What follows belongs to an exercise in optimizing a design on an open flow for small area, a short achievable clock period and few clock cycles per item; a production flow would make more cautious choices.
Function was checked by simulation only, so behaviour that the tests miss may differ from the original.

`config.mk`:
```
export PLATFORM = sky130hd
export DESIGN_NAME = booth_multiply_restoring_divide
export DESIGN_NICKNAME = booth_multiply_restoring_divide
export VERILOG_FILES = /design/flow/design.v
export SDC_FILE = /design/flow/constraint.sdc
export NUM_CORES = 4
export LEC_CHECK = 0
export ABC_AREA = 1
export CAP_MARGIN = 20
export CORE_MARGIN = 2
export CORE_UTILIZATION = 60
export CTS_BUF_LIST = sky130_fd_sc_hd__clkbuf_8 sky130_fd_sc_hd__clkbuf_16
export CTS_CLUSTER_DIAMETER = 80
export CTS_CLUSTER_SIZE = 30
export PLACE_DENSITY = 0.7
export SETUP_SLACK_MARGIN = 2.8
export SLEW_MARGIN = 20
```
`design.v`:
```
package bmrd_pkg;
    localparam int W = 32;
    localparam logic OP_MUL = 1'b0;
    localparam logic OP_DIV = 1'b1;
    localparam int NST = W;
    localparam int SW = 3 * W + 5;
endpackage
module bmrd_cell #(
    parameter bit FIRST = 1'b0   
) (
    input  logic                        aclk,
    input  logic                        aresetn,
    input  logic                        en,
    input  logic                        valid_in,
    input  logic [bmrd_pkg::SW-1:0]     stage_in,
    output logic                        valid_out,
    output logic [bmrd_pkg::SW-1:0]     stage_out
);
    localparam int W = bmrd_pkg::W;
    logic          op, flag, neg, nz;
    logic [W:0]    s;
    logic [W-1:0]  low, opnd;
    logic          mul;
    assign {op, flag, neg, nz, s, low, opnd} = stage_in;
    assign mul = (op == bmrd_pkg::OP_MUL);
    logic [W:0]    a, b;
    logic [W+1:0]  sum;
    logic [W:0]    s_n;
    logic [W-1:0]  low_n;
    logic          flag_n, neg_n, nz_n;
    assign a     = mul ? {s[W], s[W:1]} : {s[W-1:0], low[W-1]};
    assign b     = {mul & opnd[W-1], opnd} & {(W+1){nz}};
    assign sum   = {a, 1'b1} + {b ^ {(W+1){neg}}, neg};
    assign s_n   = sum[W+1:1];
    assign low_n = {low[W-2:0], mul ? s[0] : ~s[W]};
    if (FIRST) begin : g_ovf
        assign flag_n = mul ? low[W-1] : !(s[W-1:0] < opnd);
    end else begin : g_flag
        assign flag_n = mul ? low[W-1] : flag;
    end
    assign neg_n = mul ? (low[W-2] & ~low[W-1]) : ~s_n[W];
    assign nz_n  = mul ? (low[W-2] ^ low[W-1]) : 1'b1;
    always_ff @(posedge aclk) begin
        if (!aresetn)
            valid_out <= 1'b0;
        else if (en)
            valid_out <= valid_in;
    end
    always_ff @(posedge aclk) begin
        if (en)
            stage_out <= {op, flag_n, neg_n, nz_n, s_n, low_n, opnd};
    end
endmodule
module booth_multiply_restoring_divide (
    input  logic            aclk,
    input  logic            aresetn,
    input  logic            s_valid,
    output logic            s_ready,
    input  logic [160:0]    s_payload,
    output logic            m_valid,
    input  logic            m_ready,
    output logic [128:0]    m_payload
);
    localparam int W   = bmrd_pkg::W;
    localparam int NST = bmrd_pkg::NST;
    localparam int SW  = bmrd_pkg::SW;
    logic            in_op;
    logic [W-1:0]    in_mplier, in_mcand, in_hi, in_lo, in_div;
    assign {in_op, in_mplier, in_mcand, in_hi, in_lo, in_div} = s_payload;
    logic                 adv;
    logic [NST:0][SW-1:0] chain;
    logic [NST:0]         cvalid;
    logic [W-1:0]    mplier_rev;
    for (genvar i = 0; i < W; i++) begin : g_rev
        assign mplier_rev[i] = in_mplier[W-1-i];
    end
    assign chain[0]  = (in_op == bmrd_pkg::OP_MUL)
                     ? {bmrd_pkg::OP_MUL, 1'b0, in_mplier[0], in_mplier[0], {(W+1){1'b0}},
                        mplier_rev, in_mcand}
                     : {bmrd_pkg::OP_DIV, 1'b0, 1'b1, 1'b1, 1'b0, in_hi, in_lo, in_div};
    assign cvalid[0] = s_valid;
    for (genvar i = 0; i < NST; i++) begin : g_cell
        bmrd_cell #(.FIRST(i == 0)) u_cell (
            .aclk      (aclk),
            .aresetn   (aresetn),
            .en        (adv),
            .valid_in  (cvalid[i]),
            .stage_in  (chain[i]),
            .valid_out (cvalid[i+1]),
            .stage_out (chain[i+1])
        );
    end
    logic            l_op, l_flag, l_neg, l_nz;
    logic [W:0]      l_s;
    logic [W-1:0]    l_low, l_opnd;
    logic [W-1:0]    l_low_rev;
    logic [W-1:0]    rem_fix;
    logic [128:0]    r_payload;
    assign {l_op, l_flag, l_neg, l_nz, l_s, l_low, l_opnd} = chain[NST];
    for (genvar i = 0; i < W; i++) begin : g_rev_out
        assign l_low_rev[i] = l_low[W-1-i];
    end
    assign rem_fix = l_s[W-1:0] + l_opnd;
    assign r_payload = (l_op == bmrd_pkg::OP_MUL)
                     ? {l_s[W:1], l_s[0], l_low_rev[W-1:1], {W{1'b0}}, {W{1'b0}}, 1'b0}
                     : {{(2*W){1'b0}}, l_low[W-2:0], ~l_s[W],
                        (l_s[W] ? rem_fix : l_s[W-1:0]), l_flag};
    logic            o_valid;
    logic [128:0]    o_payload;
    assign adv = !o_valid || m_ready;
    always_ff @(posedge aclk) begin
        if (!aresetn)
            o_valid <= 1'b0;
        else if (adv)
            o_valid <= cvalid[NST];
    end
    always_ff @(posedge aclk) begin
        if (adv)
            o_payload <= r_payload;
    end
    assign s_ready   = adv;
    assign m_valid   = o_valid;
    assign m_payload = o_payload;
endmodule
```
`constraint.sdc`:
```
create_clock -name core_clock -period 6.0 [get_ports {aclk}]
set_input_delay 1.2000 -clock core_clock [delete_from_list [all_inputs] [get_ports {aclk}]]
set_output_delay 1.2000 -clock core_clock [all_outputs]
set_load 0.01 [all_outputs]
```
`run.sh`:
```
#!/bin/bash
# synth_recipe.tcl (not shown) runs the flow's synth.tcl, then flattens the netlist and writes it again
# the make line also repeats each setting of config.mk as NAME=value (left out here)
make -C /OpenROAD-flow-scripts/flow DESIGN_CONFIG=/design/flow/config.mk WORK_HOME=/design/flow/orfs CLKGATE_MAP_FILE= SYNTH_SCRIPT=/design/flow/synth_recipe.tcl finish
```
==> results by group, run 1 <==
GRT
  – Layer with the highest usage: met2
  – GR Layer Usage met1: 47.2%
  – Number of global-route vias before repair: approximately 140k
  – Met2 Use GR: 48.3%
  – Antenna violations before repair: 18
  – GR Layer Usage met3: around 4.3%
  – Global-route usage over all layers: between 30% and 40%
  – Global-route wire length before repair: 830,000 µm
  – GR Overflow Total: 0
  – Largest net degree at the start of global routing: 184

Logic synthesis
  – #FFs+latches synth: approximately 3,400
  – Seq/Total Area, Yosys: between 50% and 60%
  – Net count after synthesis: 24,114
  – Mapped Area: 201,000 µm²
  – YS warnings: 3
  – Yosys cell types: 51
  – Main flop type after synthesis: edfxtp_1
  – Share of the synthesized area in the top cell type: 49.8%
  – Synth area leader: edfxtp_1
  – EDFF count, synth: 3,327
  – Async SR Flop Fraction: 0%
  – Mean Syn Cell Area: 8.79 µm²
  – Syn Inst Count: 22,830
  – Synth area leaders: edfxtp_1 50%, nand2_1 13%, ha_1 7.0%, xor2_1 6.8%, inv_1 4.9%

Place
  – GPL Wtd Cong: 0.990
  – Post-DP HPWL: 426,000 µm
  – Port Buffers: 295
  – Placed Cells: ~27,000

Layout
  – Layout Nets: approximately 24,000
  – Fin cells: approximately 28,000
  – P&R area growth vs syn: 8.01%
  – Fillcell total: ~28,000
  – Share of cells above drive strength 1: roughly 4.1%

Setup path
  – CP Buf/Inv Count: 2
  – Largest stage delay, worst path: 570 ps
  – Slowest-stage cell, CP: edfxtp_1
  – CP Launch Type: flip-flop
  – Worst Path Required: 6750 ps
  – Top delay family on crit path: compound AO/OA/AOI/OAI gates
  – Worst Path Class, Setup: flip-flop to flip-flop
  – Reg-to-reg critical path startpoint: g_cell[8].u_cell.stage_out[98]$_DFFE_PP_
  – Crit. Startpoint: g_cell[8].u_cell.stage_out[98]$_DFFE_PP_
  – CP endpoint kind: flip-flop
  – Most frequent CP cell: nand2_1
  – Worst EP arrival: 3910 ps
  – Crit-path cells: buf_6 -> xor2_1 -> inv_1 -> ha_1 -> a21oi_1 -> o21ai_0 -> a21oi_1 -> nand3_1 -> nand3_1 -> nand2_1 -> nand2_1 -> nand2_1
  – Worst-path maximum fanout: 17

Detailed routing
  – Via/cell ratio: around 5.6
  – Vias: approximately 150k
  – DRT iter0 DRCs: between 15,000 and 20,000
  – Final wirelength: 546,000 µm
  – Drt wl/cell: 19.8 µm
  – Residual DRC: 0
  – Pre-antenna DRT Iters: 9
  – Number of routed nets with antenna violations: 0

Worst hold path
  – Hold/Removal Path Class: flip-flop to flip-flop
  – Min-delay src: g_cell[30].u_cell.stage_out[45]$_DFFE_PP_

Timing
  – FMAX: 316 MHz
  – Tmin final: approximately 3200 ps
  – Worst slew pin tran: 1220 ps
  – Hold Vio Cnt, Final: 0
  – Post-route clock skew: 65.1 ps
  – Slew Limit Fails: 0
  – RSZ-0062 raised after global routing: yes
  – Final setup violation count: 0
  – Final Cycle Share: 52.8%
  – Max transition margin: 18.4%
  – Setup_tns: 0 ps

Die
  – Die area: 339,000 µm²
  – FP Rows: 212
  – Initial Utilization: 60.2%
  – IO Count: 296
  – Core area: 333,000 µm²
  – Die width: 582 µm
  – Die Span Y: 582 µm

Clock network
  – Clock transition at path regs: ~110 ps
  – CTS tree: built
  – H-tree depth: 4
  – CTS max path bufs: 4
  – CTS Buf Count: 180
  – Clock root buffer: clkbuf_16
  – Clock latency on the worst-skew pair: 1000 ps
  – Clock sinks: 3,360

Flow run
  – Max_cap viols: 0

Run status
  – Outcome: timing/DRC/antenna clean
[synth_stat cells (2+ instances only)]
cell type	count
o31ai_1	27
ha_1	1117
nor4_1	69
xnor2_1	159
o311ai_0	3
o211ai_1	19
nor3_1	152
nand2_2	124
buf_6	2
inv_1	2606
or2_2	31
a21o_1	173
a21boi_0	61
dfxtp_1	33
nand4_1	104
buf_2	105
a21oi_2	3
inv_4	2
buf_4	35
nand3b_1	5
nand2_4	4
inv_2	60
fa_1	2
clkbuf_1	340
o22ai_1	6
nand3_1	813
xor2_1	1565
nand2b_1	13
o21a_1	131
o21ai_2	60
a21oi_1	1462
edfxtp_1	3327
clkinv_1	3
nand2_1	7036
nor2_1	1682
o21bai_1	82
a31oi_1	66
o21ai_0	1265
o21ai_1	28
and3_1	2
nand3_2	43
[flip-flops by register name (all words and copies together) (netlist names)]
register / cells
g_cell.u_cell.valid_out: 32
o_valid: 1
o_payload: 129
g_cell.u_cell.stage_out: 3198
[metrics by stage]
| step | utilization [%] | area, µm² | setup slack, ps | hold slack [ps] |
|---|---|---|---|---|
| floorplan | - | 201000 | -4370 | 400 |
| global placement | 62.5 | 208000 | 1410 | 400 |
| detailed placement | 62.5 | 208000 | 1410 | 405 |
| CTS | 64.7 | 216000 | 2590 | 420 |
| global route | 65.0 | 217000 | 2760 | 424 |
| finish | 65.0 | 217000 | 2830 | 414 |
[path summary, 6_finish.rpt]
kind / depth (start not counted) / to / slack, ps
worst min-delay path: 0 / g_cell[31].u_cell.stage_out[46]$_DFFE_PP_ / 410
worst max-delay path: 12 / g_cell[9].u_cell.stage_out[89]$_DFFE_PP_ / 2830
worst max register to register: 12 / g_cell[9].u_cell.stage_out[89]$_DFFE_PP_ / 2830
worst min register to register: 0 / g_cell[31].u_cell.stage_out[46]$_DFFE_PP_ / 410
[placed cells by master (no fill, tap or decap), types with 41 or more instances in the layout]
| cell type | instances |
|---|---|
| nand2_1 | 7033 |
| edfxtp_1 | 3327 |
| inv_1 | 2612 |
| nor2_1 | 1680 |
| xor2_1 | 1560 |
| a21oi_1 | 1430 |
| o21ai_0 | 1249 |
| ha_1 | 1112 |
| nand3_1 | 810 |
| clkdlybuf4s50_1 | 292 |
| clkbuf_16 | 185 |
| a21o_1 | 173 |
| buf_4 | 160 |
| xnor2_1 | 159 |
| nor3_1 | 151 |
| o21a_1 | 131 |
| nand2_2 | 127 |
| nand4_1 | 104 |
| o21bai_1 | 81 |
| nor4_1 | 69 |
| a31oi_1 | 66 |
| o21ai_2 | 62 |
| a21boi_0 | 52 |
| buf_12 | 49 |
| nand3_2 | 46 |
| o21ai_1 | 42 |
| buf_6 | 41 |
[metal layers]
layer / part of all wire, % / vias to the layer above
met2: 44 / 5889
li1: - / 76039
met4: 2.7 / 4
met1: 45 / 72175
met3: 8.2 / 673
met5: 0.0057 / -
[worst register-to-register path, delay by kind of cell, from the launching register on]
| kind | cells | cell delay, ps |
|---|---|---|
| DFF | 1 | 570 |
| xor gates and xnor gates | 1 | 220 |
| and+or+nand+nor | 5 | 540 |
| buffers and inverters | 2 | 370 |
| AOI/OAI and AO/OA | 3 | 840 |
| adders and majority gates | 1 | 430 |
[cell families (layout without fill, tap and decap cells)]
kind of cell,Yosys count,count (layout),synth area share (%)
AOI/OAI and AO/OA,3392,3392,9.27
xor gates and xnor gates,1724,1724,7.53
adders and majority gates,1119,1119,6.99
buffers and inverters,3155,3537,6.05
DFF,3360,3360,50.1
other,0,19,0
and+or+nand+nor,10080,10081,20.1
[repair_timing]
action                     in CTS  in global routing
cloned                          4                  0
setup endpoints to repair     423                418
hold buffers                    0                  0
buffers inserted               76                 58
pin swaps                       1                  2
resized for setup              29                194
[area by class of cell]
cell class | count | area [µm²] | area share, %
Timing Repair inverter | 3 | 26.3 | 0.0121
Clock buffer | 185 | 4630 | 2.14
Multi-Input combinational cell | 16316 | 88200 | 40.7
Tap cell | 4387 | 5490 | 2.53
Inverter | 2672 | 10200 | 4.70
Timing Repair Buffer | 557 | 5750 | 2.65
Clock inverter | 120 | 1810 | 0.837
Sequential cell | 3360 | 101000 | 46.4
Antenna cell | 19 | 47.5 | 0.0219
Testbench counts, summed over its fixed seeds: cycles 8,456, items 8,192.
==> run 2: changes to the inputs <==
--- a/config.mk
+++ b/config.mk
@@ -11,5 +11,2 @@
 export CORE_UTILIZATION = 60
-export CTS_BUF_LIST = sky130_fd_sc_hd__clkbuf_8 sky130_fd_sc_hd__clkbuf_16
-export CTS_CLUSTER_DIAMETER = 80
-export CTS_CLUSTER_SIZE = 30
 export PLACE_DENSITY = 0.7
==> run 2 against run 1 <==
- still clean on timing, DRC and antenna
- critical path depth up 2
- design area up 2.4%
- clock-buffer cell count up 240
- fmax down 2.8%
- worst setup slack worse by 92 ps
- utilization up 1.6 points
- non-clock buffer count down 8
- cell count up 1.2%
- register-to-register slack worse by 90 ps
- global-route usage up 0.55 points
- critical path type unchanged
==> results by group, run 2 <==
Setup path
  – Reg-to-reg critical path startpoint: g_cell[12].u_cell.stage_out[97]$_SDFFCE_PP1P_
  – Worst Path Class, Setup: flip-flop to flip-flop
  – CP endpoint kind: flip-flop
  – Slowest-stage cell, CP: edfxtp_1
  – Crit. Startpoint: g_cell[12].u_cell.stage_out[97]$_SDFFCE_PP1P_
  – Worst Path Required: approximately 6700 ps
  – Top delay family on crit path: compound AO/OA/AOI/OAI gates
  – CP Launch Type: flip-flop
  – Most frequent CP cell: nand2_1
  – CP Buf/Inv Count: 2
  – Largest stage delay, worst path: 500 ps
  – Crit-path cells: buf_6 -> nand2_1 -> xor2_1 -> inv_1 -> ha_1 -> a21o_1 -> a21boi_0 -> o21ai_1 -> nand2_1 -> nand3_1 -> nand3_1 -> nand2_1 -> nand2_1 -> nand2_1
  – Worst EP arrival: around 4000 ps
  – Worst-path maximum fanout: 25

Logic synthesis
  – Mean Syn Cell Area: 8.79 µm²
  – Most numerous cell in the Yosys netlist: nand2_1
  – Share of the synthesized area in the top cell type: 49.8%
  – Synth area leaders: edfxtp_1 50%, nand2_1 13%, ha_1 7.0%, xor2_1 6.8%, inv_1 4.9%
  – Synth area leader: edfxtp_1
  – Syn Inst Count: 22,830
  – Main flop type after synthesis: edfxtp_1
  – Leading cell types by count after synthesis: 7,036 x nand2_1, 3,327 x edfxtp_1, 2,606 x inv_1
  – Async SR Flop Fraction: 0%
  – YS warnings: 3
  – #FFs+latches synth: roughly 3,400
  – Yosys cell types: 51
  – Net count after synthesis: ~24,000
  – Seq/Total Area, Yosys: between 50% and 60%
  – EDFF count, synth: 3,327
  – Mapped Area: around 200,000 µm²

Timing
  – Slew Limit Fails: 0
  – Post-route clock skew: 39.7 ps
  – Final Cycle Share: 54.3%
  – FMAX: 307 MHz
  – Tmin final: between 3000 and 4000 ps
  – Final setup violation count: 0
  – Max transition margin: 23.1%
  – Worst slew pin tran: around 1200 ps
  – RSZ-0062 raised after global routing: no
  – Hold Vio Cnt, Final: 0
  – Setup_tns: 0 ps

Die
  – Die area: 339,000 µm²
  – Initial Utilization: 60.2%
  – Core area: 333,000 µm²
  – Die width: approximately 580 µm
  – Die Span Y: 582 µm
  – IO Count: 296
  – FP Rows: 212

Clock network
  – Clock latency on the worst-skew pair: 980 ps
  – Clock root buffer: clkbuf_16
  – CTS Buf Count: ~350
  – Clock sinks: approximately 3,400
  – Clock transition at path regs: approximately 60 ps
  – H-tree depth: 5
  – CTS max path bufs: 4
  – CTS tree: built

Layout
  – Most frequent cells in the layout: 7,033 x nand2_1, 3,327 x edfxtp_1, 2,604 x inv_1
  – Share of cells above drive strength 1: between 4 and 5%
  – P&R area growth vs syn: 10.6%
  – Reg with most FFs: g_cell.u_cell.stage_out
  – Layout Nets: ~25,000
  – Fillcell total: 27,216
  – Cell area after layout: between 200,000 and 250,000 µm²
  – Commonest non-fill, non-tap cell in the layout: nand2_1
  – Top Registers: g_cell.u_cell.stage_out: 3198 flops, o_payload: 129 flops, g_cell.u_cell.valid_out: 32 flops
  – Number of flip-flops in the largest register: 3,198

Flow run
  – Max_cap viols: 0

Detailed routing
  – Residual DRC: 0
  – Final wirelength: between 500,000 and 600,000 µm
  – DRT iter0 DRCs: 17,165
  – Pre-antenna DRT Iters: 13
  – Via/cell ratio: roughly 5.6
  – Number of routed nets with antenna violations: 0
  – Drt wl/cell: 19.9 µm
  – Vias: approximately 160k

GRT
  – Antenna violations before repair: 14
  – Global-route wire length before repair: 845,000 µm
  – Largest net degree at the start of global routing: 184
  – Global-route usage over all layers: 32.0%
  – GR Overflow Total: 0
  – Number of global-route vias before repair: about 150k

Place
  – Port Buffers: 295
  – Post-DP Area: 208,000 µm²
  – Post-DP HPWL: ~430,000 µm
  – GPL Wtd Cong: about 1

Worst hold path
  – Hold/Removal Path Class: flip-flop to flip-flop
  – Min-delay src: g_cell[7].u_cell.stage_out[35]$_DFFE_PP_

Run status
  – Outcome: timing/DRC/antenna clean
## run 2: kinds of logic after synthesis
kind of cell / synth area share [%]
flip-flops: 50.1
AO/OA/AOI/OAI: 9.27
XOR/XNOR: 7.53
AND/OR/NAND/NOR: 20.1
adder cells (fa/ha/maj): 6.99
buffers and inverters: 6.05
## run 2: final cells by class
class	count	area [µm²]	share of cell area [%]
Clock inverter	204	2540	1.15
Tap cell	4387	5490	2.47
Sequential cell	3360	101000	45.3
Clock buffer	425	9160	4.13
Inverter	2672	10200	4.59
Antenna cell	21	52.6	0.0237
Timing Repair inverter	3	26.3	0.0118
Timing Repair Buffer	549	5730	2.58
Multi-Input combinational cell	16316	88100	39.7
## run 2: metrics by stage
stage | setup slack [ps] | util (%) | hold slack, ps | cells
global route | 2730 | 66.6 | 407 | 27934
CTS | 2590 | 66.3 | 403 | 27871
floorplan | -4370 | - | 400 | 22830
finish | 2740 | 66.6 | 397 | 27937
detailed placement | 1410 | 62.5 | 405 | 27157
global placement | 1410 | 62.5 | 400 | 27157
## run 2: worst paths after layout
kind | end | slack (ps) | cells past startpoint
worst min-delay path | g_cell[8].u_cell.stage_out[36]$_DFFE_PP_ | 400 | 0
worst max-delay path | g_cell[13].u_cell.stage_out[89]$_DFFE_PP_ | 2740 | 14
worst max register to register | g_cell[13].u_cell.stage_out[89]$_DFFE_PP_ | 2740 | 14
worst min register to register | g_cell[8].u_cell.stage_out[36]$_DFFE_PP_ | 400 | 0
## run 2: metal layers
layer / share of wire [%] / wire [µm] / GRT usage [%] / up-vias
li1: - / - / - / 76535
met1: 45 / 250000 / 47.5 / 72912
met2: 44 / 244000 / 49.1 / 6171
met3: 8.1 / 45200 / 4.39 / 828
met4: 3.0 / 16900 / 9.06 / 6
met5: 0.056 / 313 / 0 / -
## run 2: repair_timing
action / 4_1_cts / 5_1_grt
cloned: 4 / 0
hold buffers: 0 / 0
buffers inserted: 81 / 45
gates resized for setup: 27 / 184
pin swaps: 1 / 2
hold endpoints to repair: 0 / 0
setup endpoints to repair: 540 / 409
==> run 3: changes to the inputs <==
==> flow/run.sh (new file) <==
#!/bin/bash
# Standard layout, with the port buffers made of buf_4 cells instead of the
# delay cells buffer_ports picks by default.
set -euo pipefail
export BUFFER_PORTS_ARGS="-buffer_cell sky130_fd_sc_hd__buf_4"
bash standard.sh > standard.log 2>&1
==> standard.sh (new file) <==
#!/bin/bash
# synth_recipe.tcl (not shown) runs the flow's synth.tcl, then flattens the netlist and writes it again
# the make line also repeats each setting of config.mk as NAME=value (left out here)
make -C /OpenROAD-flow-scripts/flow DESIGN_CONFIG=/design/flow/config.mk WORK_HOME=/design/flow/orfs CLKGATE_MAP_FILE= SYNTH_SCRIPT=/design/flow/synth_recipe.tcl "${@:-finish}"
removed: run.sh
==> run 3 against run 2 <==
- sequential share of layout area hardly changed
- first-iteration DRC count down 3.6%
- still clean on timing, DRC and antenna
- critical path depth is 2 lower
- wire length is 0.34% higher
- design area about the same
- via count is 0.27% higher
- clock skew up 24 ps
- sequential cell count is the same
- highest routed layer unchanged
- die area is the same
- area after synthesis unchanged
==> results by group, run 3 <==
Detailed routing
  – Vias: 156,868
  – Drt wl/cell: 19.9 µm
  – Residual DRC: 0
  – DRT iter0 DRCs: 16,540
  – Number of routed nets with antenna violations: 0
  – Pre-antenna DRT Iters: 7
  – Final wirelength: 557,000 µm
  – Via/cell ratio: ~5.6

GRT
  – Global-route wire length before repair: 848,000 µm
  – GR Overflow Total: 0
  – Largest net degree at the start of global routing: 163
  – Global-route usage over all layers: 32.0%
  – Number of global-route vias before repair: 146,758
  – Antenna violations before repair: 22

Timing
  – Max transition margin: 19.2%
  – RSZ-0062 raised after global routing: yes
  – Setup_tns: 0 ps
  – Post-route clock skew: 63.8 ps
  – Final setup violation count: 0
  – Hold Vio Cnt, Final: 0
  – Worst slew pin tran: about 1200 ps
  – FMAX: ~320 MHz
  – Final hold slack: 405 ps
  – Slack of the critical path: 2870 ps
  – Final Cycle Share: 52.2%
  – Slew Limit Fails: 0
  – Tmin final: 3130 ps

Die
  – Die width: 582 µm
  – FP Rows: 212
  – Die Span Y: about 580 µm
  – IO Count: ~300
  – Initial Utilization: 60.2%
  – Die area: 339,000 µm²
  – Core area: 333,000 µm²

Place
  – Port Buffers: just under 300
  – Post-DP HPWL: 426,000 µm
  – Post-DP Area: 208,000 µm²
  – Placed Cells: approximately 27,000
  – GPL Wtd Cong: 0.993
  – Worst slack at placement: 1570 ps

Layout
  – Reg with most FFs: g_cell.u_cell.stage_out
  – P&R area growth vs syn: 10.6%
  – Most frequent cells in the layout: 7,030 x nand2_1, 3,327 x edfxtp_1, 2,604 x inv_1
  – Commonest non-fill, non-tap cell in the layout: nand2_1
  – Number of flip-flops in the largest register: ~3,200
  – Cell area after layout: ~220,000 µm²
  – Share of cells above drive strength 1: under 10%
  – Fillcell total: between 20,000 and 30,000
  – Layout Nets: 24,572
  – Top Registers: g_cell.u_cell.stage_out: 3198 flops, o_payload: 129 flops, g_cell.u_cell.valid_out: 32 flops
  – Final core occ: between 60% and 70%
  – Fin cells: 27,976

Logic synthesis
  – Leading cell types by count after synthesis: 7,036 x nand2_1, 3,327 x edfxtp_1, 2,606 x inv_1
  – EDFF count, synth: about 3,300
  – Net count after synthesis: 24,114
  – Async SR Flop Fraction: 0%
  – Main flop type after synthesis: edfxtp_1
  – Synth area leaders: edfxtp_1 50%, nand2_1 13%, ha_1 7.0%, xor2_1 6.8%, inv_1 4.9%
  – #FFs+latches synth: 3,360
  – Seq/Total Area, Yosys: 50.1%
  – Mapped Area: 201,000 µm²
  – Multiplexer share of the synthesized area: 0%
  – Largest family of logic cells by synthesized area: simple AND/OR/NAND/NOR gates
  – Synth area leader: edfxtp_1
  – YS warnings: 3
  – Most numerous cell in the Yosys netlist: nand2_1
  – Yosys cell types: 51
  – Mean Syn Cell Area: roughly 8.8 µm²
  – Share of the synthesized area in the top cell type: 49.8%
  – Post-Synth Simple-Gate Area: 20.1%
  – Synth Area in Compound Gates: 9.27%
  – Xor/xnor cell area share of the yosys netlist: under 10%
  – Syn Inst Count: approximately 23,000
  – Post-Synth Adder-Cell Area: 6.99%

Flow run
  – Max_cap viols: 0

Worst hold path
  – Hold/Removal Path Class: flip-flop to flip-flop
  – Min-delay src: g_cell[19].u_cell.stage_out[34]$_DFFE_PP_

Setup path
  – Worst Path Required: about 6700 ps
  – End of the critical path: g_cell[8].u_cell.stage_out[90]$_DFFE_PP_
  – R2R Path End: g_cell[8].u_cell.stage_out[90]$_DFFE_PP_
  – Worst Path Class, Setup: flip-flop to flip-flop
  – Reg-to-reg critical path startpoint: g_cell[7].u_cell.stage_out[100]$_DFFE_PP_
  – Worst reg2reg setup slack: 2870 ps
  – Crit. Startpoint: g_cell[7].u_cell.stage_out[100]$_DFFE_PP_
  – Worst EP arrival: 3870 ps
  – Worst-path maximum fanout: 42
  – Worst reg2reg path depth: 12
  – CP endpoint kind: flip-flop
  – CP Launch Type: flip-flop

Run status
  – Outcome: timing/DRC/antenna clean

Clock network
  – Clock sinks: 3,360
  – CTS max path bufs: 4
  – H-tree depth: 5
  – Clock transition at path regs: 70 ps
  – CTS Buf Count: 354
  – Clock latency on the worst-skew pair: a little under 1000 ps
  – CTS tree: built
  – CTS Hold Bufs: 0
  – Clock root buffer: clkbuf_16
run 3: cells by family (layout without fill, tap and decap cells):
family,after synthesis,count (layout)
other,0,7
XOR/XNOR,1724,1724
flip-flops,3360,3360
buffers and inverters,3155,3906
AO/OA/AOI/OAI,3392,3392
adder cells (fa/ha/maj),1119,1119
AND/OR/NAND/NOR,10080,10081
run 3: worst min-delay path by stage:
stage | to | slack (ps) | depth (start not counted)
floorplan | g_cell[10].u_cell.stage_out[33]$_DFFE_PP_ | 400 | 0
global placement | g_cell[20].u_cell.stage_out[61]$_DFFE_PP_ | 400 | 0
detailed placement | g_cell[12].u_cell.stage_out[58]$_DFFE_PP_ | 400 | 0
CTS | g_cell[20].u_cell.stage_out[34]$_DFFE_PP_ | 410 | 0
global route | g_cell[8].u_cell.stage_out[55]$_DFFE_PP_ | 410 | 0
finish | g_cell[20].u_cell.stage_out[35]$_DFFE_PP_ | 400 | 0
run 3: critical path, stage by stage, from the launching register on:
cell	delay (ps)
edfxtp_1	420
buf_12	200
nand2_1	320
nand2_1	110
ha_2	460
nand2_1	120
o21bai_1	270
a21o_1	250
nand2_1	70
nand3_1	190
nand3_1	240
nand3_1	140
nand2_1	70
run 3: final cells by class:
cell class / count / area [µm²] / area share (%)
repair buffers: 582 / 5240 / 2.36
clock inverters: 259 / 3060 / 1.38
clock buffers: 391 / 9040 / 4.07
repair inverters: 2 / 22.5 / 0.0102
well taps: 4387 / 5490 / 2.47
diodes: 7 / 17.5 / 0.00790
inverters: 2672 / 10200 / 4.61
flip-flops and latches: 3360 / 101000 / 45.3
multi-input cells: 16316 / 88200 / 39.7
run 3: routing by layer:
layer  global-route usage, %  vias to the layer above  share of wire (%)
li1                        -                    76570                  -
met1                    47.7                    73412                 45
met2                    49.5                     6105                 44
met3                    4.67                      775                8.4
met5                       0                        -              0.056
met4                    7.44                        6                2.5
run 3: timing repair:
action,CTS,global route
setup endpoints to repair,345,451
cloned,1,2
resized for setup,28,234
setup buffers,72,67
pin swaps,1,4
==> run 4: changes to the inputs <==
--- a/design.v
+++ b/design.v
@@ -5,3 +5,3 @@
     localparam int NST = W;
-    localparam int SW = 3 * W + 5;
+    localparam int SW = 3 * W + 8;
 endpackage
@@ -19,3 +19,3 @@
     localparam int W = bmrd_pkg::W;
-    logic          op, flag, neg, nz;
+    logic          op, op_x, flag, pos, pos_x, ng, ng_x;
     logic [W:0]    s;
@@ -23,5 +23,10 @@
     logic          mul;
-    assign {op, flag, neg, nz, s, low, opnd} = stage_in;
+    assign {op, op_x, flag, pos, pos_x, ng, ng_x, s, low, opnd} = stage_in;
     assign mul = (op == bmrd_pkg::OP_MUL);
-    logic [W:0]    a, b;
+    localparam int H = (W + 1) / 2;
+    logic [W:0]    mul_v, pos_v, ng_v;
+    assign mul_v = {{(W+1-H){op_x == bmrd_pkg::OP_DIV}}, {H{op == bmrd_pkg::OP_MUL}}};
+    assign pos_v = {{(W+1-H){~pos_x}}, {H{pos}}};
+    assign ng_v  = {{(W+1-H){~ng_x}}, {H{ng}}};
+    logic [W:0]    a, e, b;
     logic [W+1:0]  sum;
@@ -29,6 +34,17 @@
     logic [W-1:0]  low_n;
-    logic          flag_n, neg_n, nz_n;
-    assign a     = mul ? {s[W], s[W:1]} : {s[W-1:0], low[W-1]};
-    assign b     = {mul & opnd[W-1], opnd} & {(W+1){nz}};
-    assign sum   = {a, 1'b1} + {b ^ {(W+1){neg}}, neg};
+    logic          flag_n, pos_n, ng_n;
+    for (genvar j = 0; j <= W; j++) begin : g_a
+        if (j == 0) begin : g_lo
+            assign a[j] = mul_v[j] ? s[j+1] : low[W-1];
+        end else if (j == W) begin : g_hi
+            assign a[j] = mul_v[j] ? s[W] : s[j-1];
+        end else begin : g_mid
+            assign a[j] = mul_v[j] ? s[j+1] : s[j-1];
+        end
+    end
+    assign e     = {mul & opnd[W-1], opnd};
+    for (genvar j = 0; j <= W; j++) begin : g_b
+        assign b[j] = e[j] ? pos_v[j] : ng_v[j];
+    end
+    assign sum   = {a, 1'b1} + {b, ng};
     assign s_n   = sum[W+1:1];
@@ -40,4 +56,4 @@
     end
-    assign neg_n = mul ? (low[W-2] & ~low[W-1]) : ~s_n[W];
-    assign nz_n  = mul ? (low[W-2] ^ low[W-1]) : 1'b1;
+    assign pos_n = mul ? (~low[W-2] & low[W-1]) : s_n[W];
+    assign ng_n  = mul ? (low[W-2] & ~low[W-1]) : ~s_n[W];
     always_ff @(posedge aclk) begin
@@ -50,3 +66,3 @@
         if (en)
-            stage_out <= {op, flag_n, neg_n, nz_n, s_n, low_n, opnd};
+            stage_out <= {op, op_x, flag_n, pos_n, ~pos_n, ng_n, ~ng_n, s_n, low_n, opnd};
     end
@@ -72,2 +88,3 @@
     logic [NST:0]         cvalid;
+    logic [SW-1:0]        init;
     logic [W-1:0]    mplier_rev;
@@ -76,7 +93,17 @@
     end
-    assign chain[0]  = (in_op == bmrd_pkg::OP_MUL)
-                     ? {bmrd_pkg::OP_MUL, 1'b0, in_mplier[0], in_mplier[0], {(W+1){1'b0}},
-                        mplier_rev, in_mcand}
-                     : {bmrd_pkg::OP_DIV, 1'b0, 1'b1, 1'b1, 1'b0, in_hi, in_lo, in_div};
-    assign cvalid[0] = s_valid;
+    assign init      = (in_op == bmrd_pkg::OP_MUL)
+                     ? {bmrd_pkg::OP_MUL, ~bmrd_pkg::OP_MUL, 1'b0, 1'b0, 1'b1,
+                        in_mplier[0], ~in_mplier[0], {(W+1){1'b0}}, mplier_rev, in_mcand}
+                     : {bmrd_pkg::OP_DIV, ~bmrd_pkg::OP_DIV, 1'b0, 1'b0, 1'b1, 1'b1, 1'b0,
+                        1'b0, in_hi, in_lo, in_div};
+    always_ff @(posedge aclk) begin
+        if (!aresetn)
+            cvalid[0] <= 1'b0;
+        else if (adv)
+            cvalid[0] <= s_valid;
+    end
+    always_ff @(posedge aclk) begin
+        if (adv)
+            chain[0] <= init;
+    end
     for (genvar i = 0; i < NST; i++) begin : g_cell
@@ -92,3 +119,3 @@
     end
-    logic            l_op, l_flag, l_neg, l_nz;
+    logic            l_op, l_op_x, l_flag, l_pos, l_pos_x, l_ng, l_ng_x;
     logic [W:0]      l_s;
@@ -98,3 +125,3 @@
     logic [128:0]    r_payload;
-    assign {l_op, l_flag, l_neg, l_nz, l_s, l_low, l_opnd} = chain[NST];
+    assign {l_op, l_op_x, l_flag, l_pos, l_pos_x, l_ng, l_ng_x, l_s, l_low, l_opnd} = chain[NST];
     for (genvar i = 0; i < W; i++) begin : g_rev_out
--- a/config.mk
+++ b/config.mk
@@ -11,4 +11,7 @@
 export CORE_UTILIZATION = 60
+export CTS_BUF_LIST = sky130_fd_sc_hd__clkbuf_8 sky130_fd_sc_hd__clkbuf_16
+export CTS_CLUSTER_DIAMETER = 80
+export CTS_CLUSTER_SIZE = 24
 export PLACE_DENSITY = 0.7
-export SETUP_SLACK_MARGIN = 2.8
+export SETUP_SLACK_MARGIN = 3.0
 export SLEW_MARGIN = 20
==> run 4 against run 3 <==
- still clean
- sequential share of layout area up 3.4 points
- clock-buffer cell count is 186 lower
- non-clock buffer count increased by 313
- cell count shrank 3.5%
- critical path depth fell by 7
==> results by group, run 4 <==
Logic synthesis
  – Post-Synth Adder-Cell Area: approximately 7%
  – Multiplexer share of the synthesized area: 0.00568%
  – EDFF count, synth: 3,520
  – Mapped Area: 198,000 µm²
  – Main flop type after synthesis: edfxtp_1
  – #FFs+latches synth: between 3,000 and 4,000
  – Synth Area in Compound Gates: 12.0%
  – Seq/Total Area, Yosys: between 50% and 60%
  – Synth area leaders: edfxtp_1 53%, nand2_1 13%, ha_1 6.9%, o21ai_0 6.1%, a21oi_1 3.5%
  – Net count after synthesis: 23,032
  – Largest family of logic cells by synthesized area: simple AND/OR/NAND/NOR gates
  – Mean Syn Cell Area: 9.12 µm²
  – Post-Synth Simple-Gate Area: 19.3%
  – Yosys cell types: 44
  – Xor/xnor cell area share of the yosys netlist: under 10%
  – Most numerous cell in the Yosys netlist: nand2_1
  – Async SR Flop Fraction: 0%
  – Synth area leader: edfxtp_1
  – Share of the synthesized area in the top cell type: between 50% and 60%
  – YS warnings: 3
  – Leading cell types by count after synthesis: 6,645 x nand2_1, 3,520 x edfxtp_1, 2,432 x o21ai_0
  – Syn Inst Count: 21,748

Timing
  – Final Cycle Share: 50.8%
  – Max transition margin: 28.0%
  – Final setup violation count: 0
  – Worst slew pin tran: 1080 ps
  – Slew Limit Fails: 0
  – Tmin final: 3050 ps
  – Setup_tns: 0 ps
  – Hold Vio Cnt, Final: 0
  – RSZ-0062 raised after global routing: yes
  – Post-route clock skew: 90.8 ps
  – FMAX: 328 MHz

Setup path
  – Worst Path Required: 4800 ps
  – End of the critical path: s_ready
  – CP endpoint kind: primary output
  – Worst Path Class, Setup: flip-flop to primary output
  – CP Launch Type: flip-flop
  – Worst-path maximum fanout: 6
  – Worst reg2reg path depth: 16
  – Worst reg2reg setup slack: 3020 ps
  – R2R Path End: g_cell[10].u_cell.stage_out[97]$_DFFE_PP_
  – Worst EP arrival: 1850 ps
  – Crit. Startpoint: o_valid$_SDFFE_PN0P_
  – Reg-to-reg critical path startpoint: g_cell[9].u_cell.stage_out[103]$_DFFE_PP_

Layout
  – P&R area growth vs syn: 9.99%
  – Number of flip-flops in the largest register: approximately 3,300
  – Share of cells above drive strength 1: 7.81%
  – Reg with most FFs: g_cell.u_cell.stage_out
  – Top Registers: g_cell.u_cell.stage_out: 3291 flops, o_payload: 129 flops, chain: 100 flops
  – Layout Nets: between 20,000 and 25,000
  – Fin cells: approximately 27,000
  – Most frequent cells in the layout: 6,614 x nand2_1, 3,520 x edfxtp_1, 2,335 x o21ai_0
  – Cell area after layout: approximately 220,000 µm²
  – Commonest non-fill, non-tap cell in the layout: nand2_1

Clock network
  – CTS Hold Bufs: 0
  – H-tree depth: 4
  – Clock sinks: 3,554
  – CTS Buf Count: 201
  – CTS tree: built
  – Clock latency on the worst-skew pair: 980 ps
  – Clock transition at path regs: 100 ps
  – Clock root buffer: clkbuf_16
  – CTS max path bufs: 4

Place
  – Port Buffers: 295
  – Post-DP HPWL: 411,000 µm
  – Placed Cells: 26,054
  – GPL Wtd Cong: 0.970
  – Post-DP Area: 205,000 µm²

Worst hold path
  – Hold/Removal Path Class: flip-flop to flip-flop

Die
  – Die Span Y: 579 µm
  – Initial Utilization: between 60% and 70%
  – IO Count: between 200 and 300
  – FP Rows: 211
  – Die width: 579 µm
  – Core area: 330,000 µm²
  – Die area: 335,000 µm²

Detailed routing
  – Final wirelength: 545,000 µm
  – Via/cell ratio: between 5 and 6
  – Residual DRC: 0
  – DRT iter0 DRCs: about 17,000
  – Vias: 156,087
  – Drt wl/cell: slightly above 20 µm
  – Number of routed nets with antenna violations: 0
  – Pre-antenna DRT Iters: 6

GRT
  – Global-route wire length before repair: 819,000 µm
  – Global-route usage over all layers: 31.4%
  – Number of global-route vias before repair: 141,404
  – Antenna violations before repair: 22
  – Largest net degree at the start of global routing: 172
  – GR Overflow Total: 0

Run status
  – Outcome: timing/DRC/antenna clean

Flow run
  – Max_cap viols: 0
run 4: cell types whose count changed after synthesis, sizes merged, moves of 57 or more:
cell / delta
o21ai: +1105
o21a: -58
nand2: -449
xor2: -911
nor2: -122
a21oi: -57
inv: -867
nor3: +63
edfxtp: +193
buf: -74
run 4: logic make-up (layout without fill, tap and decap cells):
| logic type | Yosys count | count (layout) |
|---|---|---|
| and+or+nand+nor | 9569 | 9570 |
| DFF | 3554 | 3554 |
| buffers and inverters | 2262 | 3130 |
| other | 0 | 7 |
| xor gates and xnor gates | 801 | 801 |
| muxes | 1 | 1 |
| adders and majority gates | 1119 | 1119 |
| AOI/OAI and AO/OA | 4442 | 4442 |
run 4: final cells by class:
type                            instances  area [µm²]
Timing Repair Buffer                  895        7730
Tap cell                             4366        5460
Clock buffer                          205        5120
Inverter                             1837        7340
Sequential cell                      3554      106000
Clock inverter                        111        1310
Timing Repair inverter                 82         601
Antenna cell                            7        17.5
Multi-Input combinational cell      15933       84100
Fill cell                           26893      112000
run 4: what timing repair did:
item                                    in CTS  in global routing
gates resized for setup                    110                416
setup buffers                              143                384
gates cloned                                35                 50
pin swaps                                    1                 65
endpoints found under the setup margin     871                615
run 4: worst min path at each step:
stage / from / end / slack (ps) / depth (start not counted)
global route: g_cell[17].u_cell.stage_out[39]$_DFFE_PP_ / g_cell[18].u_cell.stage_out[40]$_DFFE_PP_ / 410 / 0
detailed placement: chain[46]$_DFFE_PP_ / g_cell[0].u_cell.stage_out[47]$_DFFE_PP_ / 400 / 0
CTS: s_payload[67] / chain[67]$_SDFFCE_PN0P_ / 400 / 3
floorplan: chain[32]$_DFFE_PP_ / g_cell[0].u_cell.stage_out[33]$_DFFE_PP_ / 400 / 0
finish: g_cell[24].u_cell.stage_out[57]$_DFFE_PP_ / g_cell[25].u_cell.stage_out[58]$_DFFE_PP_ / 400 / 0
global placement: g_cell[3].u_cell.stage_out[42]$_DFFE_PP_ / g_cell[4].u_cell.stage_out[43]$_DFFE_PP_ / 400 / 0
run 4: worst max-delay path, cell delays in order (launching register included):
cell and delay, ps:
dfxtp_2 360, inv_4 50, nor2_4 110, buf_12 140
clkinv_16 80, buf_6 130
run 4: stage by stage:
step	utilization [%]	hold WS (ps)	worst slack, ps
after floorplan	-	400	-4820
after global placement	62.2	400	2150
after detailed placement	62.2	405	2160
after CTS	64.7	401	2800
after global routing	66.1	413	2870
final	66.1	402	2950
run 4: routing by layer:
layer / GRT usage [%] / wire (µm)
met1: 47.3 / 247000
met2: 47.9 / 238000
met3: 4.85 / 47900
met4: 6.83 / 12200
met5: 0 / 73
Testbench counts of run 4, summed over its fixed seeds: cycles 8,464, items 8,192.
==> run 5: changes to the inputs <==
--- a/design.v
+++ b/design.v
@@ -134,3 +134,3 @@
                         (l_s[W] ? rem_fix : l_s[W-1:0]), l_flag};
-    logic            o_valid;
+    logic            o_valid, o_empty;
     logic [128:0]    o_payload;
@@ -138,6 +138,9 @@
     always_ff @(posedge aclk) begin
-        if (!aresetn)
+        if (!aresetn) begin
             o_valid <= 1'b0;
-        else if (adv)
+            o_empty <= 1'b1;
+        end else if (adv) begin
             o_valid <= cvalid[NST];
+            o_empty <= !cvalid[NST];
+        end
     end
@@ -147,3 +150,3 @@
     end
-    assign s_ready   = adv;
+    assign s_ready   = o_empty || m_ready;
     assign m_valid   = o_valid;
==> run 5 against run 4 <==
- sequential share of layout area rose by 0.25 points
- register-to-register slack gained 70 ps
- still clean on timing, DRC and antenna
==> results by group, run 5 <==
Logic synthesis
  – Mean Syn Cell Area: 9.18 µm²
  – Async SR Flop Fraction: 0%
  – Share of the synthesized area in the top cell type: 53.2%
  – Seq/Total Area, Yosys: 53.6%
  – Leading cell types by count after synthesis: 6,490 x nand2_1, 3,520 x edfxtp_1, 2,432 x o21ai_0
  – Yosys cell types: 50
  – EDFF count, synth: 3,520
  – Mapped Area: 199,000 µm²
  – Main flop type after synthesis: edfxtp_1
  – Most numerous cell in the Yosys netlist: nand2_1
  – YS warnings: 3
  – Synth area leaders: edfxtp_1 53%, nand2_1 12%, ha_1 6.8%, o21ai_0 6.1%, a21oi_1 3.6%
  – Synth area leader: edfxtp_1
  – Syn Inst Count: 21,632
  – Net count after synthesis: about 23,000
  – #FFs+latches synth: 3,555

Setup path
  – Worst Path Class, Setup: input pin to primary output
  – Worst EP arrival: 1790 ps
  – Worst-path maximum fanout: 2
  – Worst Path Required: 4800 ps
  – Worst reg2reg path depth: 10
  – CP Launch Type: input pin
  – CP endpoint kind: primary output

Timing
  – Slew Limit Fails: 0
  – Final Cycle Share: 49.8%
  – Hold Vio Cnt, Final: 0
  – Post-route clock skew: between 50 and 60 ps
  – Final hold slack: 409 ps
  – Final setup violation count: 0
  – Worst slew pin tran: 1060 ps
  – FMAX: 335 MHz
  – Max transition margin: 29.0%
  – Setup_tns: 0 ps
  – Tmin final: between 2000 and 3000 ps
  – RSZ-0062 raised after global routing: yes

Detailed routing
  – DRT iter0 DRCs: ~16,000
  – Via/cell ratio: 5.82
  – Vias: 155,729
  – Final wirelength: approximately 560,000 µm
  – Residual DRC: 0
  – Drt wl/cell: around 21 µm
  – Pre-antenna DRT Iters: 8
  – Number of routed nets with antenna violations: 0

Clock network
  – CTS max path bufs: 4
  – Clock sinks: 3,555
  – CTS tree: built
  – Clock root buffer: clkbuf_16
  – CTS Buf Count: 200
  – H-tree depth: 4
  – Clock latency on the worst-skew pair: 970 ps
  – Clock transition at path regs: about 100 ps

Die
  – Die width: 579 µm
  – FP Rows: between 200 and 250
  – Initial Utilization: 60.2%
  – IO Count: approximately 300
  – Core area: 330,000 µm²
  – Die Span Y: 579 µm
  – Die area: ~340,000 µm²

Layout
  – Fillcell total: 26,694
  – Share of cells above drive strength 1: 7.88%
  – Reg with most FFs: g_cell.u_cell.stage_out
  – Layout Nets: 23,546
  – Fin cells: 26,751
  – Commonest non-fill, non-tap cell in the layout: nand2_1
  – Most frequent cells in the layout: 6,484 x nand2_1, 3,520 x edfxtp_1, 2,360 x o21ai_0
  – P&R area growth vs syn: 9.26%
  – Number of flip-flops in the largest register: 3,291
  – Top Registers: g_cell.u_cell.stage_out: 3291 flops, o_payload: 129 flops, chain: 100 flops

Worst hold path
  – Hold/Removal Path Class: flip-flop to flip-flop
  – Cell depth of the worst hold path: 0

Place
  – Placed Cells: between 20,000 and 30,000
  – Post-DP HPWL: 429,000 µm
  – GPL Wtd Cong: 0.977
  – Port Buffers: 295

GRT
  – GR Overflow Total: 0
  – Global-route usage over all layers: between 30% and 40%
  – Global-route wire length before repair: 846,000 µm
  – Number of global-route vias before repair: 144,548
  – Largest net degree at the start of global routing: 222
  – Antenna violations before repair: 21

Flow run
  – Max_cap viols: 0

Run status
  – Outcome: timing/DRC/antenna clean
==> run 5: layout make-up <==
| class | instances | area, µm² | area share [%] |
|---|---|---|---|
| Antenna cell | 11 | 27.5 | 0.0127 |
| Tap cell | 4366 | 5460 | 2.52 |
| Clock buffer | 204 | 5100 | 2.35 |
| Timing Repair inverter | 55 | 388 | 0.179 |
| Clock inverter | 110 | 1280 | 0.591 |
| Multi-Input combinational cell | 15847 | 84200 | 38.8 |
| Inverter | 1805 | 7210 | 3.32 |
| Timing Repair Buffer | 798 | 6920 | 3.19 |
| Sequential cell | 3555 | 106000 | 49.0 |
==> run 5: metal layers <==
| metal | global-route usage, % | up-vias | share of wire (%) |
|---|---|---|---|
| met1 | 45.4 | 72943 | 42 |
| met4 | 11.5 | 10 | 3.9 |
| met2 | 52.7 | 6365 | 46 |
| li1 | - | 75422 | - |
| met3 | 4.20 | 989 | 7.7 |
| met5 | 0 | - | 0.012 |
==> run 5: final timing paths <==
kind	startpoint	to	slack, ps
worst max-delay path	m_ready	s_ready	3010
worst min-delay path	g_cell[10].u_cell.stage_out[56]$_DFFE_PP_	g_cell[11].u_cell.stage_out[57]$_DFFE_PP_	410
worst max register to register	g_cell[1].u_cell.stage_out[103]$_DFFE_PP_	g_cell[2].u_cell.stage_out[81]$_DFFE_PP_	3090
worst min register to register	g_cell[10].u_cell.stage_out[56]$_DFFE_PP_	g_cell[11].u_cell.stage_out[57]$_DFFE_PP_	410
==> run 5: critical path, cell delays in order <==
cell and delay (ps):
buf_4 150, or2_2 290, buf_4 150
==> run 5: logic make-up after synthesis <==
family,count (synthesis),synth area share [%]
AO/OA/AOI/OAI,4510,12.2
XOR/XNOR,809,3.57
adder cells (fa/ha/maj),1119,7.17
buffers and inverters,2230,4.24
flip-flops,3555,53.6
multiplexers,2,0.0113
AND/OR/NAND/NOR,9407,19.2
==> run 5: stage by stage <==
stage                     util [%]  instance area (µm²)  worst slack (ps)
after detailed placement      62.2               205000              2340
final                         65.8               217000              3010
after global placement        62.2               205000              2370
after global routing          65.8               217000              2830
after CTS                     64.6               213000              3000
after floorplan                  -               199000             -4290
==> run 5: repair_timing <==
action,CTS,global route
pin swaps,0,17
endpoints found under the hold margin,0,0
hold buffers,0,0
setup endpoints to repair,849,613
resized for setup,87,288
buffers inserted,132,304
cloned,27,28
Testbench counts of run 5, summed over its fixed seeds: cycles 8,464, items 8,192.

[afterwards: timing with drivers on the ports]
No port has a modelled driver above. Below, the same layouts with a new extraction and two added sets of constraints.
Step 1 (the two cells are an assumption about what drives the block):
set clk [get_ports {aclk}]
set_driving_cell -lib_cell sky130_fd_sc_hd__clkbuf_16 $clk
set_driving_cell -lib_cell sky130_fd_sc_hd__buf_2 [delete_from_list [all_inputs] $clk]
Step 2 moves the port delays by t, midway between the first and last clock arrival at a register: inputs arrive t later, outputs are due t later. That takes back most of the time a late clock gives input paths.
a / b / c = ideal ports / drivers / drivers and shift; a / b = the first two.
| run | t (ns) | setup WS [ns] | worst hold slack (ns) | latest minus earliest clock arrival (ns) | worst register clock-pin slew, ns |
|---|---|---|---|---|---|
| run 1 | 1.074 | 2.834 / 2.759 / 1.947 | 0.414 / 0.414 / 0.414 | 0.075 / 0.075 | 0.12 / 0.12 |
| run 2 | 1.066 | 2.742 / 2.742 / 1.944 | 0.397 / 0.397 / 0.397 | 0.050 / 0.050 | 0.07 / 0.07 |
| run 3 | 1.079 | 2.871 / 2.791 / 2.019 | 0.405 / 0.372 / 0.405 | 0.072 / 0.071 | 0.07 / 0.07 |
| run 4 | 1.046 | 2.951 / 2.838 / 2.242 | 0.402 / 0.393 / 0.402 | 0.096 / 0.095 | 0.10 / 0.10 |
| run 5 | 1.062 | 3.013 / 2.955 / 2.222 | 0.409 / 0.398 / 0.409 | 0.073 / 0.073 | 0.10 / 0.10 |
After both steps setup and hold are still met in every run listed. For run 1, which loses most, drivers alone change the setup slack by -0.075 ns; drivers and shift together by -0.887 ns.
